From an optimization exercise on the open Yosys and OpenROAD flow, aimed at small area; shortcuts taken in it are not production practice.
In this exercise RTL edits were held to simulation tests only and were not proved equivalent to the original.
Power figures rest on the tool's default switching activity, not on a simulated workload.

`constraint.sdc`:
```
create_clock -name core_clock -period 8.0 [get_ports {clk}]
set_input_delay 1.6000 -clock core_clock [delete_from_list [all_inputs] [get_ports {clk}]]
set_output_delay 1.6000 -clock core_clock [all_outputs]
set_load 0.01 [all_outputs]
```
`design.v`:
```
module record_store (
    input  logic                      clk,
    input  logic                      rst,
    input  logic                      wr_en,
    input  logic [3:0]                wr_slot,
    input  logic [(4 + 17 + 16*8)-1:0]         wr_data,
    input  logic [9:1]     rd_sel,     
    output logic [(4 + 17 + 16*8)-1:0]         rd_data
);
    logic [(4 + 17 + 16*8)-1:0]     mem [1:9];
    logic [9:1] written;
    logic [9:1] wsel;
    always_comb begin
        for (int i = 1; i <= 9; i++) begin
            wsel[i] = wr_en && (wr_slot == 4'(i));
        end
    end
    always_ff @(posedge clk or posedge rst) begin
        if (rst) begin
            written <= '0;
        end else begin
            written <= written | wsel;
        end
    end
    always_ff @(posedge clk) begin
        for (int i = 1; i <= 9; i++) begin
            if (wsel[i]) begin
                mem[i] <= wr_data;
            end
        end
    end
    always_comb begin
        rd_data = '0;
        for (int i = 1; i <= 9; i++) begin
            rd_data = rd_data | ({(4 + 17 + 16*8){rd_sel[i] & written[i]}} & mem[i]);
        end
    end
endmodule
module history_nav (
    input  logic       clk,
    input  logic       rst,
    input  logic [3:0] keys,
    output logic [3:0] cursor,
    output logic       page_state
);
    logic [3:0] keys_q;
    logic [3:0] keys_qq;
    logic [3:0] press;
    assign press = keys_q & ~keys_qq;
    always_ff @(posedge clk or posedge rst) begin
        if (rst) begin
            keys_q     <= '0;
            keys_qq    <= '0;
            cursor     <= 4'd1;
            page_state <= 1'b0;
        end else begin
            keys_q  <= keys;
            keys_qq <= keys_q;
            case (press)
                4'b1000: begin
                    if (page_state == 1'b0) begin
                        cursor <= (cursor == 4'd1) ? 4'd9 : cursor - 4'd1;
                    end
                end
                4'b0100: begin
                    if (page_state == 1'b0) begin
                        cursor <= (cursor == 4'd9) ? 4'd1 : cursor + 4'd1;
                    end
                end
                4'b0010: page_state <= 1'b1;
                4'b0001: page_state <= 1'b0;
                default: ;
            endcase
        end
    end
endmodule
module history_row_fmt #(
    parameter int W = 152
) (
    input  logic                  clk,
    input  logic                  rst,
    input  logic [3:0]            cursor,
    output logic [9:1] cap_sel,    
    input  logic [(4 + 17 + 16*8)-1:0]     rec_rd,     
    output logic                  flag_we,    
    output logic                  hidden,
    output logic [3:0]            rc,         
    output logic                  insert,     
    input  logic [W-1:0]          ring_last,
    output logic [W-1:0]          xrow,
    output logic                  xold_n,     
    output logic [3:0]            xs_n
);
    localparam int NAME_BITS = 16*8;
    logic [4:0]            phase;
    logic [9:1] slot_oh;
    logic [3:0]            slot;
    logic [4:0]            blink_cnt;
    logic                  cur_match;
    logic                  pending;
    logic                  xold;
    logic [3:0]            xs;
    logic                  snap;
    logic                  conv;
    logic [17:0]           bin;
    logic [19:0]           bcd_step;
    assign cap_sel = slot_oh;
    assign snap    = (phase == 5'd0);
    assign conv    = (phase >= 5'd1) && (phase <= 5'd9);
    assign flag_we = (phase == 5'd20);
    assign insert  = pending && (phase >= 5'd10) && (phase <= 5'd20) && (5'(slot) + 5'(rc) == 5'd9);
    assign xold_n  = insert || (xold && !snap);
    assign xs_n    = insert ? slot : xs;
    assign cur_match = (slot == cursor);
    always_comb begin
        logic [19:0] b;
        b = xrow[NAME_BITS +: 20];
        for (int k = 0; k < 2; k++) begin
            for (int d = 0; d < 5; d++) begin
                if (b[d*4 +: 4] >= 4'd5) b[d*4 +: 4] = b[d*4 +: 4] + 4'd3;
            end
            b = {b[18:0], bin[17-k]};
        end
        bcd_step = b;
    end
    always_ff @(posedge clk or posedge rst) begin
        if (rst) begin
            phase     <= 5'd21;
            slot_oh   <= {1'b1, {(9-1){1'b0}}};
            slot      <= 4'd9;
            blink_cnt <= '0;
            hidden    <= 1'b0;
            rc        <= '0;
            pending   <= 1'b0;
            xold      <= 1'b0;
        end else begin
            blink_cnt <= blink_cnt + 5'd1;
            rc        <= (rc == 4'd8) ? 4'd0 : rc + 4'd1;
            if (phase >= 5'd20) begin
                phase   <= 5'd0;
                slot_oh <= {slot_oh[9-1:1], slot_oh[9]};
                slot    <= (slot == 4'd9) ? 4'd1 : slot + 4'd1;
            end else begin
                phase <= phase + 5'd1;
            end
            if (phase == 5'd19) begin
                hidden <= cur_match & blink_cnt[4];
            end
            pending <= snap || (pending && !insert);
            xold    <= xold_n;
        end
    end
    always_ff @(posedge clk) begin
        xs  <= xs_n;
        bin <= snap ? {1'b0, rec_rd[NAME_BITS +: 17]} : {bin[15:0], 2'b00};
        if (snap) begin
            xrow <= {rec_rd[(4 + 17 + 16*8)-1 -: 4], 20'd0, rec_rd[NAME_BITS-1:0]};
        end else if (insert) begin
            xrow <= ring_last;
        end else if (conv) begin
            xrow[NAME_BITS +: 20] <= bcd_step;
        end
    end
endmodule
module line_buffer #(
    parameter int W = 152
) (
    input  logic                      clk,
    input  logic                      rst,
    input  logic                      flag_we,
    input  logic [9:1]     flag_sel,
    input  logic                      hidden,
    input  logic [3:0]                rc,
    input  logic                      insert,
    input  logic [W-1:0]              xrow,
    output logic [W-1:0]              ring_last,
    input  logic                      xold_n,
    input  logic [3:0]                xs_n,
    input  logic [3:0]                rd_slot,
    output logic [32*8-1:0]   rd_row
);
    localparam int NAME_BITS = 16*8;
    logic [W-1:0]          ring [0:9-1];
    logic [9:1] valid;
    logic [9:1] hide;
    logic                  rd_ok;
    logic                  rd_x;
    logic [4:0]            rd_sum;
    logic [3:0]            rd_pos;
    logic [9-1:0] sel_q;
    logic                  selx_q;
    logic                  vld_q;
    logic [3:0]            dig_q;
    logic [W-1:0]          row;
    logic [3:0]            user;
    logic [19:0]           bcd;
    logic [NAME_BITS-1:0]  name;
    logic [NAME_BITS-1:0]  name_txt;
    logic [39:0]           score_txt;
    assign ring_last = ring[9-1];
    always_ff @(posedge clk or posedge rst) begin
        if (rst) begin
            valid <= '0;
        end else if (flag_we) begin
            valid <= valid | flag_sel;
        end
    end
    always_ff @(posedge clk) begin
        for (int i = 1; i <= 9; i++) begin
            if (flag_we && flag_sel[i]) begin
                hide[i] <= hidden;
            end
        end
        ring[0] <= insert ? xrow : ring[9-1];
        for (int j = 1; j < 9; j++) begin
            ring[j] <= ring[j-1];
        end
    end
    assign rd_ok  = (((rd_slot) >= 4'd1) && ((rd_slot) <= 4'd9)) && valid[rd_slot];
    assign rd_x   = xold_n && (rd_slot == xs_n);
    assign rd_sum = 5'(rd_slot) + 5'(rc);
    assign rd_pos = (rd_sum >= 5'd9) ? 4'(rd_sum - 5'd9) : 4'(rd_sum);
    always_ff @(posedge clk) begin
        for (int j = 0; j < 9; j++) begin
            sel_q[j] <= rd_ok && !rd_x && (rd_pos == 4'(j));
        end
        selx_q <= rd_ok && rd_x;
        vld_q  <= rd_ok;
        dig_q  <= (rd_ok && !hide[rd_slot]) ? rd_slot : 4'd0;
    end
    always_comb begin
        row = {W{selx_q}} & xrow;
        for (int j = 0; j < 9; j++) begin
            row = row | ({W{sel_q[j]}} & ring[j]);
        end
    end
    assign user = row[W-1 -: 4];
    assign bcd  = row[NAME_BITS +: 20];
    assign name = row[NAME_BITS-1:0];
    always_comb begin
        for (int i = 0; i < 16; i++) begin
            name_txt[i*8 +: 8] = (name[i*8 +: 8] == 8'h00) ? 8'h20 : name[i*8 +: 8];
        end
    end
    always_comb begin
        logic lead;
        lead = 1'b1;
        for (int d = 4; d >= 1; d--) begin
            if (lead && bcd[d*4 +: 4] == 4'd0) begin
                score_txt[d*8 +: 8] = 8'h20;
            end else begin
                lead                = 1'b0;
                score_txt[d*8 +: 8] = 8'h30 + {4'h0, bcd[d*4 +: 4]};
            end
        end
        score_txt[7:0] = {3'b001, vld_q, bcd[3:0]};
    end
    assign rd_row = {8'h20,
                     {3'b001, (dig_q != 4'd0), dig_q},
                     vld_q ? 8'h7c : 8'h20,
                     vld_q ? "User" : {4{8'h20}},
                     {3'b001, vld_q, user},
                     8'h20,
                     vld_q ? 8'h7c : 8'h20,
                     name_txt,
                     vld_q ? 8'h7c : 8'h20,
                     score_txt};
endmodule
module score_history_top (
    input  logic                    clk,
    input  logic                    rst,
    input  logic [3:0]              keys,
    input  logic                    rec_we,
    input  logic [3:0]              rec_slot,
    input  logic [(4 + 17 + 16*8)-1:0]       rec_data,
    input  logic [3:0]              rd_slot,
    output logic [32*8-1:0] rd_row,
    output logic [3:0]              cursor,
    output logic                    page_state
);
    localparam int W = 4 + 20 + 16*8;
    logic [9:1] cap_sel;
    logic [(4 + 17 + 16*8)-1:0]     rec_rd;
    logic                  flag_we;
    logic                  hidden;
    logic [3:0]            rc;
    logic                  insert;
    logic [W-1:0]          ring_last;
    logic [W-1:0]          xrow;
    logic                  xold_n;
    logic [3:0]            xs_n;
    record_store u_store (
        .clk     (clk),
        .rst     (rst),
        .wr_en   (rec_we),
        .wr_slot (rec_slot),
        .wr_data (rec_data),
        .rd_sel  (cap_sel),
        .rd_data (rec_rd)
    );
    history_nav u_nav (
        .clk        (clk),
        .rst        (rst),
        .keys       (keys),
        .cursor     (cursor),
        .page_state (page_state)
    );
    history_row_fmt #(.W(W)) u_fmt (
        .clk       (clk),
        .rst       (rst),
        .cursor    (cursor),
        .cap_sel   (cap_sel),
        .rec_rd    (rec_rd),
        .flag_we   (flag_we),
        .hidden    (hidden),
        .rc        (rc),
        .insert    (insert),
        .ring_last (ring_last),
        .xrow      (xrow),
        .xold_n    (xold_n),
        .xs_n      (xs_n)
    );
    line_buffer #(.W(W)) u_buf (
        .clk       (clk),
        .rst       (rst),
        .flag_we   (flag_we),
        .flag_sel  (cap_sel),
        .hidden    (hidden),
        .rc        (rc),
        .insert    (insert),
        .xrow      (xrow),
        .ring_last (ring_last),
        .xold_n    (xold_n),
        .xs_n      (xs_n),
        .rd_slot   (rd_slot),
        .rd_row    (rd_row)
    );
endmodule
```
`run.sh`:
```
#!/bin/bash
# synth_recipe.tcl (not shown) runs the flow's synth.tcl, then flattens the netlist and writes it again
# the make line also repeats each setting of config.mk as NAME=value (left out here)
make -C /OpenROAD-flow-scripts/flow DESIGN_CONFIG=/design/flow/config.mk WORK_HOME=/design/flow/orfs CLKGATE_MAP_FILE= SYNTH_SCRIPT=/design/flow/synth_recipe.tcl finish
```
`config.mk`:
```
export PLATFORM = sky130hd
export DESIGN_NAME = score_history_top
export DESIGN_NICKNAME = score_history_top
export VERILOG_FILES = /design/flow/design.v
export SDC_FILE = /design/flow/constraint.sdc
export NUM_CORES = 4
export LEC_CHECK = 0
export CAP_MARGIN = 20
export CORE_MARGIN = 2
export CORE_UTILIZATION = 40
export SLEW_MARGIN = 20
```
==> notes.md <==
worst-skew pair later-pin latency 960 ps; skew final 55.4 ps; CTS H-tree lvls 5; Core Region 243000 µm²; Vias 57491; post-synthesis async set-or-reset flop share 2.06%; GRT overflow 0; relative slew slack 13.7%; unrepaired setup endpoints after global routing false; cell taking the most area after synthesis edfxtp_1; drc violations 0; max cap viols 0; Final min period 6210 ps; Initial Util 40.1%; Hold Fails Final Rpt 0; share of post-route cells with drive strength above 1 11.2%; GP Congestion 0.797; commonest cells after routing, fill and taps aside edfxtp_1, dfxtp_1, a22oi_1; vias in the first global route 57059; syn avg cell area 15.4 µm²; status complete, no violations; Die Area 247000 µm²; register area share after synthesis 76.6%; Slew Viols, Final 0; non-filler cells, final 10122; CTS resizes 0; Layout Nets 6878; Syn-to-layout area delta 16.9%; WL/cell 27.6 µm; most common cell after layout, fill and taps aside edfxtp_1; CTS tree yes; mapped cell area 97300 µm²; pin count of the biggest net entering global routing 126; DRT iter0 DRCs 6082; first-pass GRT wire length 402000 µm; Clock Path Buffers 4; Yosys reg bits 2968; clk root buf clkbuf_16; Min-Delay Path Class reg2reg; Die Ht 497 µm; synth unique cells 84; GRT Total Usage 21.9%; top-area cell type share of the netlist area 45.7%; vias per cell 5.68; Final setup violation count 0; cell area power density 267 nW/µm²; clock transition at the registers of the reported paths 60 ps; Die X 497 µm; Synth Instances 6336; initial antenna violation count 80; setup bufs post-CTS 0; critical path type reg2out; Req. time, crit path 6400 ps; total wire length 280000 µm; DP HPWL 158000 µm; CTS buffer count 311; P_leak 40.1 nW; period utilization 77.6%; Hold-fix buffers, CTS 0; Final TNS setup 0 ps; CP max FO 93; placed insts 9559; fin util 46.9%; Core Rows 181; post-route ant nets 0; CP Launch Type flop; Clock Sinks 2968; ranking of synthesized cells by area edfxtp_1, dfxtp_1, a22oi_1; Worst Setup End Kind output pin; EDFF count, synth 1482; IO Pins 425; Overall Power 30.4 mW; ys flop type edfxtp_1; number of synthesis warnings 6; WP data arrival 4610 ps; IO buf count 358; worst vdd rail ir drop 0.215 mV; Worst Max-Slew Pin Slew 1290 ps; FMAX 0.161 GHz; DR pass1 iterations 6
## area by class of cell
class,instances,area [µm²]
Sequential cell,2968,74600
Tap cell,3202,4010
Antenna cell,19,47.5
Fill cell,20618,129000
Clock buffer,441,8810
Timing Repair Buffer,458,4690
Multi-Input combinational cell,2893,20600
Clock inverter,103,872
Inverter,38,148
## per-stage QoR
stage          instance area [µm²]  hold slack [ps]  setup WS, ps
3_3_place_gp                104000              333          2850
5_1_grt                     114000              321          1730
6_report                    114000              318          1790
4_1_cts                     114000              313          1780
3_5_place_dp                104000              336          2790
2_1_floorplan                97600              331         -1060
## kinds of logic (layout without fill, tap and decap cells)
kind of cell | after synthesis | after routing | synth area share [%]
fa+ha+maj | 44 | 44 | 0.581
xor+xnor | 35 | 35 | 0.315
simple gates | 925 | 925 | 4.64
mux | 176 | 176 | 2.07
compound gates | 1647 | 1647 | 13.2
flops | 2968 | 2968 | 76.6
buf+inv | 539 | 1040 | 2.61
other cells | 2 | 85 | 0.00772
## flip-flops by register name, summed over array words and instances, names as in the netlist, 5 cells and up
signal           count
u_buf.ring        1368
u_store.mem       1341
u_fmt.xrow         152
u_fmt.bin           18
u_buf.hide           9
u_buf.sel_q          9
u_buf.valid          9
u_fmt.slot_oh        9
u_store.written      9
u_fmt.blink_cnt      5
u_fmt.phase          5
## layer usage
metal	track usage, %	share of wire, %	vias to the layer above
met5	0	0.18	-
met4	4.63	1.7	80
met3	6.17	9.2	401
met2	33.1	44	2155
met1	31.4	45	29470
li1	-	-	25385
## synth_stat cells (30+ instances only)
master / n
edfxtp_1: 1482
dfxtp_1: 1425
a22oi_1: 772
nand2_1: 389
clkbuf_1: 295
a22o_1: 276
o21ai_0: 185
mux2_2: 162
a221oi_1: 161
nand3_1: 159
nand4_1: 158
a222oi_1: 149
buf_4: 111
buf_2: 61
nor2_1: 59
dfrtp_1: 54
ha_1: 42
a21oi_1: 38
inv_1: 34
buf_1: 31
nor3_1: 30
## critical path: stages, from the launching register on
cell and delay (ps):
dfxtp_4 510, buf_12 290, a22o_1 320, a221oi_1 230
nand4_1 190, nor4_1 860, nand2_1 170, nand4_1 280
clkdlybuf4s50_1 600
## power breakdown
| group | switching, mW | internal (mW) |
|---|---|---|
| registers | 0.0631 | 16.1 |
| clock network | 5.69 | 8.10 |
| logic | 0.248 | 0.144 |
## worst paths after layout
check / from / end / slack (ps) / depth (start not counted)
max: u_buf.sel_q[0]$_DFF_P_ / rd_row[77] / 1790 / 8
min: u_buf.ring[6][128]$_DFF_P_ / u_buf.ring[7][128]$_DFF_P_ / 320 / 0
max reg2reg: u_fmt.slot[0]$_DFFE_PP1N_ / u_buf.ring[0][72]$_DFF_P_ / 3310 / 9
min reg2reg: u_buf.ring[6][128]$_DFF_P_ / u_buf.ring[7][128]$_DFF_P_ / 320 / 0
max in group asynchronous: rst / u_fmt.pending$_DFF_PP0_ / 6190 / 3
min in group asynchronous: rst / u_store.written[5]$_DFF_PP0_ / 1210 / 3

re-timing with driven ports:
Ports are ideal in the flow. The routed layout listed here was re-timed in OpenROAD. Step 1 assumes that a clkbuf_16 drives the clock port and a buf_2 every other input. Step 2 also shifts input and output timing later by t, the mid clock arrival at the registers, as if the neighbouring blocks saw the same clock. Three values: ideal, step 1, step 2; two values: the first two.
t, ns: 1.023
setup slack, ns: 1.792 / 1.696 / 2.719
worst setup path after step 2: register to output
latest minus earliest clock arrival (ns): 0.060 / 0.060
pins driven straight from the clock port: 1
After both steps this run still meets setup and hold. For this run, drivers alone change the setup slack by -0.096 ns; drivers and shift together by +0.927 ns.
